This design comes from an exercise in tuning for small area, a short achievable clock period and few clock cycles on the open sky130 flow, not from production work.
RTL that was checked went through simulation tests only; none was proved equivalent to the original.
No activity file was given, so power comes from the tool's default toggle rates.

== run 1 ==
Design nmea_gga_sentence_parser, start of the top module:
module nmea_gga_sentence_parser (
	input wire logic clk,
	input wire logic arst_n,
	input wire logic char_valid,
	output logic char_stall,
	input wire logic [7:0] char_byte,
	input wire logic char_last,
	output logic res_valid,
	input wire logic res_stall,
	output logic [2:0] res_status,
	output logic [6:0] res_hours,
	output logic [6:0] res_mins,
	output logic [6:0] res_secs,
	output logic [31:0] res_lat_e7,
	output logic [7:0] res_lat_hemi,
	output logic [31:0] res_lon_e7,
	output logic [7:0] res_lon_hemi
);
Settings: LEC_CHECK=0, CAP_MARGIN=20, CORE_MARGIN=2, CORE_UTILIZATION=40, SLEW_MARGIN=20; clock period 11.0 ns.
standard.sh (not shown) runs the stock make flow with config.mk's settings and CLKGATE_MAP_FILE= SYNTH_SCRIPT=/design/flow/synth_recipe.tcl, a recipe that flattens the netlist after the stock synthesis.
==> flow/flow/run.sh <==
#!/bin/bash
# Standard layout, run through the standard flow's own standard.sh; keep its full output.
set -e
bash standard.sh > standard.log 2>&1
Having completed the whole flow, run 1 delivered a layout that passed the timing, design-rule and antenna checks.
Edits applied to the flow inputs when going from run 1 to run 2:
==> flow/flow/run.sh <==
#!/bin/bash
# The standard layout (the standard.sh: standard synthesis, floorplan, placement,
# CTS, routing) with timing repair aiming for more setup slack than the clock needs.
set -e
bash standard.sh SETUP_SLACK_MARGIN=8 finish > standard.log 2>&1
Relative to run 1, run 2 improves worst slack after detailed placement.
Taking run 1 as the reference, in run 2 number of buffers inserted to repair setup after CTS now larger, routed metal-1 wirelength rose about 14%, filler-free cell count of the finished design picked up an extra 204.
No run of this note included a check of the RTL's function; only the layout flow was run.

Another version of the RTL of nmea_gga_sentence_parser (not shown whole).
For scale: roughly 1300 cells after synthesis, roughly 120 I/O pins.
// nmea_gga_sentence_parser
module nmea_gga_sentence_parser (
	input wire logic clk,
	input wire logic arst_n,
	input wire logic char_valid,
	output logic char_stall,
	input wire logic [7:0] char_byte,
	input wire logic char_last,
	output logic res_valid,
	input wire logic res_stall,
	output logic [2:0] res_status,
	output logic [6:0] res_hours,
	output logic [6:0] res_mins,
	output logic [6:0] res_secs,
	output logic [31:0] res_lat_e7,
	output logic [7:0] res_lat_hemi,
	output logic [31:0] res_lon_e7,
	output logic [7:0] res_lon_hemi
);
export LEC_CHECK = 0
export CAP_MARGIN = 20
export CORE_MARGIN = 2
export CORE_UTILIZATION = 40
export CTS_CLUSTER_DIAMETER = 60
export CTS_CLUSTER_SIZE = 24
export SLEW_MARGIN = 20
create_clock -name core_clock -period 11.0 [get_ports {clk}]
==> flow/flow/run.sh <==
#!/bin/bash
# The standard layout (the standard.sh: standard synthesis, floorplan, placement,
# CTS, routing) with two changes to how it is made: timing repair aims for more setup
# slack than the clock needs, and the port buffers are the small sky130 buffer.
set -e
bash standard.sh SETUP_SLACK_MARGIN=7 'BUFFER_PORTS_ARGS=-buffer_cell sky130_fd_sc_hd__buf_1' finish > standard.log 2>&1
Testbench counts at the start, summed over its fixed seeds: cycles 25,028.
Change:
- CTS_CLUSTER_DIAMETER: 60 -> default
- CTS_CLUSTER_SIZE: 24 -> default
Worst setup slack is better by 17 ps.
Worst hold slack hardly moves.
Synthesized cell count does not change.
Count of clock-buffer cells in the layout goes up by 6.
Change:
- CORE_UTILIZATION: 40 -> 60
Result: The new run completed with no timing, DRC or antenna violations; non-clock buffer count rises by 4; design area drops by 1.7%; setup slack gets worse by 37 ps; clock-buffer cell count drops by 3; die area went down by about 33%; sequential power is about the same; wire length goes down by 3.4%; first-iteration DRC count fell by 3.1%; clock skew grows by 3.6 ps; utilization went up by 24 points.
Change:
--- a/flow/flow/run.sh
+++ b/flow/flow/run.sh
@@ -5,2 +5,2 @@
 set -e
-bash standard.sh SETUP_SLACK_MARGIN=7 'BUFFER_PORTS_ARGS=-buffer_cell sky130_fd_sc_hd__buf_1' finish > standard.log 2>&1
+bash standard.sh SETUP_SLACK_MARGIN=6.5 'BUFFER_PORTS_ARGS=-buffer_cell sky130_fd_sc_hd__buf_1' finish > standard.log 2>&1
- CORE_UTILIZATION: 60 -> 40
Design area came out lower by 2.5%.
Via count came out lower by 3.1%.
Maximum frequency came out lower by 3.3%.
First-iteration DRC count came out lower by 9.4%.
Utilization came out lower by 26 points.
Combinational power came out lower by 9.7%.
Global-route usage came out lower by 8.6 points.
Clock-buffer cell count came out higher by 10.
Final cell count came out higher by 5.3%.
Total power came out lower by 5.0%.
Wire length came out higher by 0.31%.

== run A ==
Another version of the RTL of nmea_gga_sentence_parser (not shown whole).
Size: roughly 1300 cells after synthesis, ~120 I/O pins, roughly 13000 um^2 of cells after synthesis.
Settings: LEC_CHECK=0, CAP_MARGIN=20, CORE_MARGIN=2, CORE_UTILIZATION=40, CTS_CLUSTER_DIAMETER=100, CTS_CLUSTER_SIZE=30, SLEW_MARGIN=20; clock period 11.0 ns.
==> flow/flow/run.sh <==
#!/bin/bash
# The standard layout (the standard.sh: standard synthesis, floorplan, placement,
# CTS, routing) with two changes to how it is made: timing repair aims for more setup
# slack than the clock needs, and the port buffers are the small sky130 buffer.
set -e
bash standard.sh SETUP_SLACK_MARGIN=7.15 'BUFFER_PORTS_ARGS=-buffer_cell sky130_fd_sc_hd__buf_1' finish > standard.log 2>&1
Run A ended with every stage complete and zero timing, DRC or antenna violations.
Testbench counts of run A, summed over its fixed seeds: cycles 25,028.
#### Input delta (run B over run A)
==> flow/flow/run.sh <==
#!/bin/bash
# The standard layout (the standard.sh: standard synthesis, floorplan, placement,
# CTS, routing) with two changes to how it is made: timing repair aims for more setup
# slack than the clock needs, and the port buffers are the small sky130 buffer.
set -e
bash standard.sh SETUP_SLACK_MARGIN=7 'BUFFER_PORTS_ARGS=-buffer_cell sky130_fd_sc_hd__buf_1' finish > standard.log 2>&1
[summary]
Finished layout cell area in run B vs run A: down 2.4%. Compared to run A, run B has reported leakage power about 3.2% lower. Between run B and run A, it is run B whose transition at the pin with the smallest max-transition slack is lower, by 110 ps. A cell with the biggest individual delay on the critical path of or4b_4 is what run A shows, while dfxtp_4 belongs to run B. Width of the die came out exactly the same in run A and run B. [compare] base=run A new=run B: met2 routed wirelength lower; portion of the layout cell area used by clock cells increased 0.21 points; global-route usage shows a reduction of 0.33 points; required time of the worst setup path went down. Est. power | run B vs run A | run B lower. Looking at run A and run B, the power consumed by sequential cells is a wash.
Here is what was changed in the inputs of run C compared with run B.
- clearing CTS_CLUSTER_SIZE, which used to be 30
- clearing CTS_CLUSTER_DIAMETER, which used to be 100
==> flow/flow/run.sh <==
#!/bin/bash
# The standard layout (the standard.sh: standard synthesis, floorplan, placement,
# CTS, routing) with two changes to how it is made: timing repair aims for more setup
# slack than the clock needs, and the port buffers are the small sky130 buffer.
set -e
bash standard.sh SETUP_SLACK_MARGIN=7.3 'BUFFER_PORTS_ARGS=-buffer_cell sky130_fd_sc_hd__buf_1' finish > standard.log 2>&1
Results
| maximum clock frequency | run B vs run C | ≈ equal |
Max fraction of cell area in non-clock buffers across run C and run B: run C
Run B vs run C, end point of the critical path: u_back.rs_q[1] vs u_back.t_q[1]
What run B reported for final area has to be multiplied by 1.12 to get the figure for run C.
Summary of run C over run B: register-to-register slack level; first-pass GRT wire length increased about 10%; placer congestion estimate moved down; critical path depth rose by 1.
Compared with run B, run C shows a fraction of layout instances using a drive strength above 1 that is 9.1 points higher.
The inputs of run D differ from those of run C as listed below.
==> flow/flow/run.sh <==
#!/bin/bash
# The standard layout (the standard.sh: standard synthesis, floorplan, placement,
# CTS, routing) with two changes to how it is made: timing repair aims for more setup
# slack than the clock needs, and the port buffers are the small sky130 buffer.
set -e
bash standard.sh SETUP_SLACK_MARGIN=7 'BUFFER_PORTS_ARGS=-buffer_cell sky130_fd_sc_hd__buf_1' finish > standard.log 2>&1
==> notes.md <==
Measured against each other, run D and run C differ in maximum single-stage delay on the critical path, the higher figure coming from run D. The run showing the greater buffer and inverter count on the worst path is run C. Summary of run D over run C: tap cell count held steady, transition at the pin with the smallest max-transition slack saw a decrease.
Setup changes, run D to run E
- setting CTS_CLUSTER_SIZE to 30 for the first time
- setting CTS_CLUSTER_DIAMETER to 100 for the first time
==> flow/flow/run.sh <==
#!/bin/bash
# The standard layout (the standard.sh: standard synthesis, floorplan, placement,
# CTS, routing) with two changes to how it is made: timing repair aims for more setup
# slack than the clock needs, and the port buffers are the small sky130 buffer.
set -e
bash standard.sh SETUP_SLACK_MARGIN=6.8 'BUFFER_PORTS_ARGS=-buffer_cell sky130_fd_sc_hd__buf_1' finish > standard.log 2>&1
==> comparison <==
Having completed the whole flow, run E delivered a layout that passed the timing, design-rule and antenna checks.
Run D | status: complete | timing, DRC, antenna: pass
Run E vs run D on clock share of power: run E is the lower one.
Run E vs run D, signal arrival time at the worst endpoint went up by 50 ps.
Min final net count across run D and run E: run E
Logic gate share of total power (lower): run D
Status: register cell area after layout parity (run D, run E)
Here is what was changed in the inputs of run F compared with run E.
- changing CTS_CLUSTER_DIAMETER from 100 to 80
- changing CTS_CLUSTER_SIZE from 30 to 24
==> flow/flow/run.sh <==
#!/bin/bash
# The standard layout (the standard.sh: standard synthesis, floorplan, placement,
# CTS, routing) with two changes to how it is made: timing repair aims for more setup
# slack than the clock needs, and the port buffers are the small sky130 buffer.
set -e
bash standard.sh SETUP_SLACK_MARGIN=7 'BUFFER_PORTS_ARGS=-buffer_cell sky130_fd_sc_hd__buf_1' finish > standard.log 2>&1
Notes after the runs:
First-pass GRT wire length in run F vs run E: up about 1.7%
Peak supply drop: run F lower than run E
As far as number of nets still failing antenna checks after routing goes, run F and run E are indistinguishable; the numbers are identical.
Diff run E -> run F: design area rose 310 um^2; clock power rose 6.5%; hold slack fell 4.3 ps; total number of vias rose 180.
Power (higher): run F

## static timing again, ports no longer ideal
In the flow no input, the clock included, has a driving cell. The finished layouts below were timed again as built, in two steps.
Step 1, drivers: a clkbuf_16 drives clk and a buf_2 each remaining input, both assumed.
Step 2 adds t to the input delays and takes it off the output delays; t is the mean of the earliest and latest rising clock arrival at the registers after step 1. Input paths then give back, and output paths get back, about the clock's delay inside the block.
Three values: no drivers, after step 1, after step 2; two values: the first two.
run	shift t [ns]	slack for setup (ns)	worst setup path after step 2
run 1	0.584	4.620 / 4.620 / 4.620	register to register
run 2	0.578	6.282 / 6.282 / 6.282	register to register
the first run of note 2	0.571	6.774 / 6.774 / 6.774	register to register
the second run of note 2	0.571	6.791 / 6.791 / 6.791	register to register
the third run of note 2	0.548	6.753 / 6.753 / 6.753	register to register
the fourth run of note 2	0.568	6.609 / 6.609 / 6.609	register to register
run A	0.526	7.032 / 6.996 / 7.032	register to register
run B	0.520	7.072 / 7.053 / 7.072	register to register
run C	0.565	7.060 / 7.036 / 7.060	register to register
run D	0.585	7.026 / 7.013 / 7.026	register to register
run E	0.522	6.966 / 6.966 / 6.966	register to register
run F	0.530	7.051 / 7.051 / 7.051	register to register
After both steps every run listed still meets setup and hold.
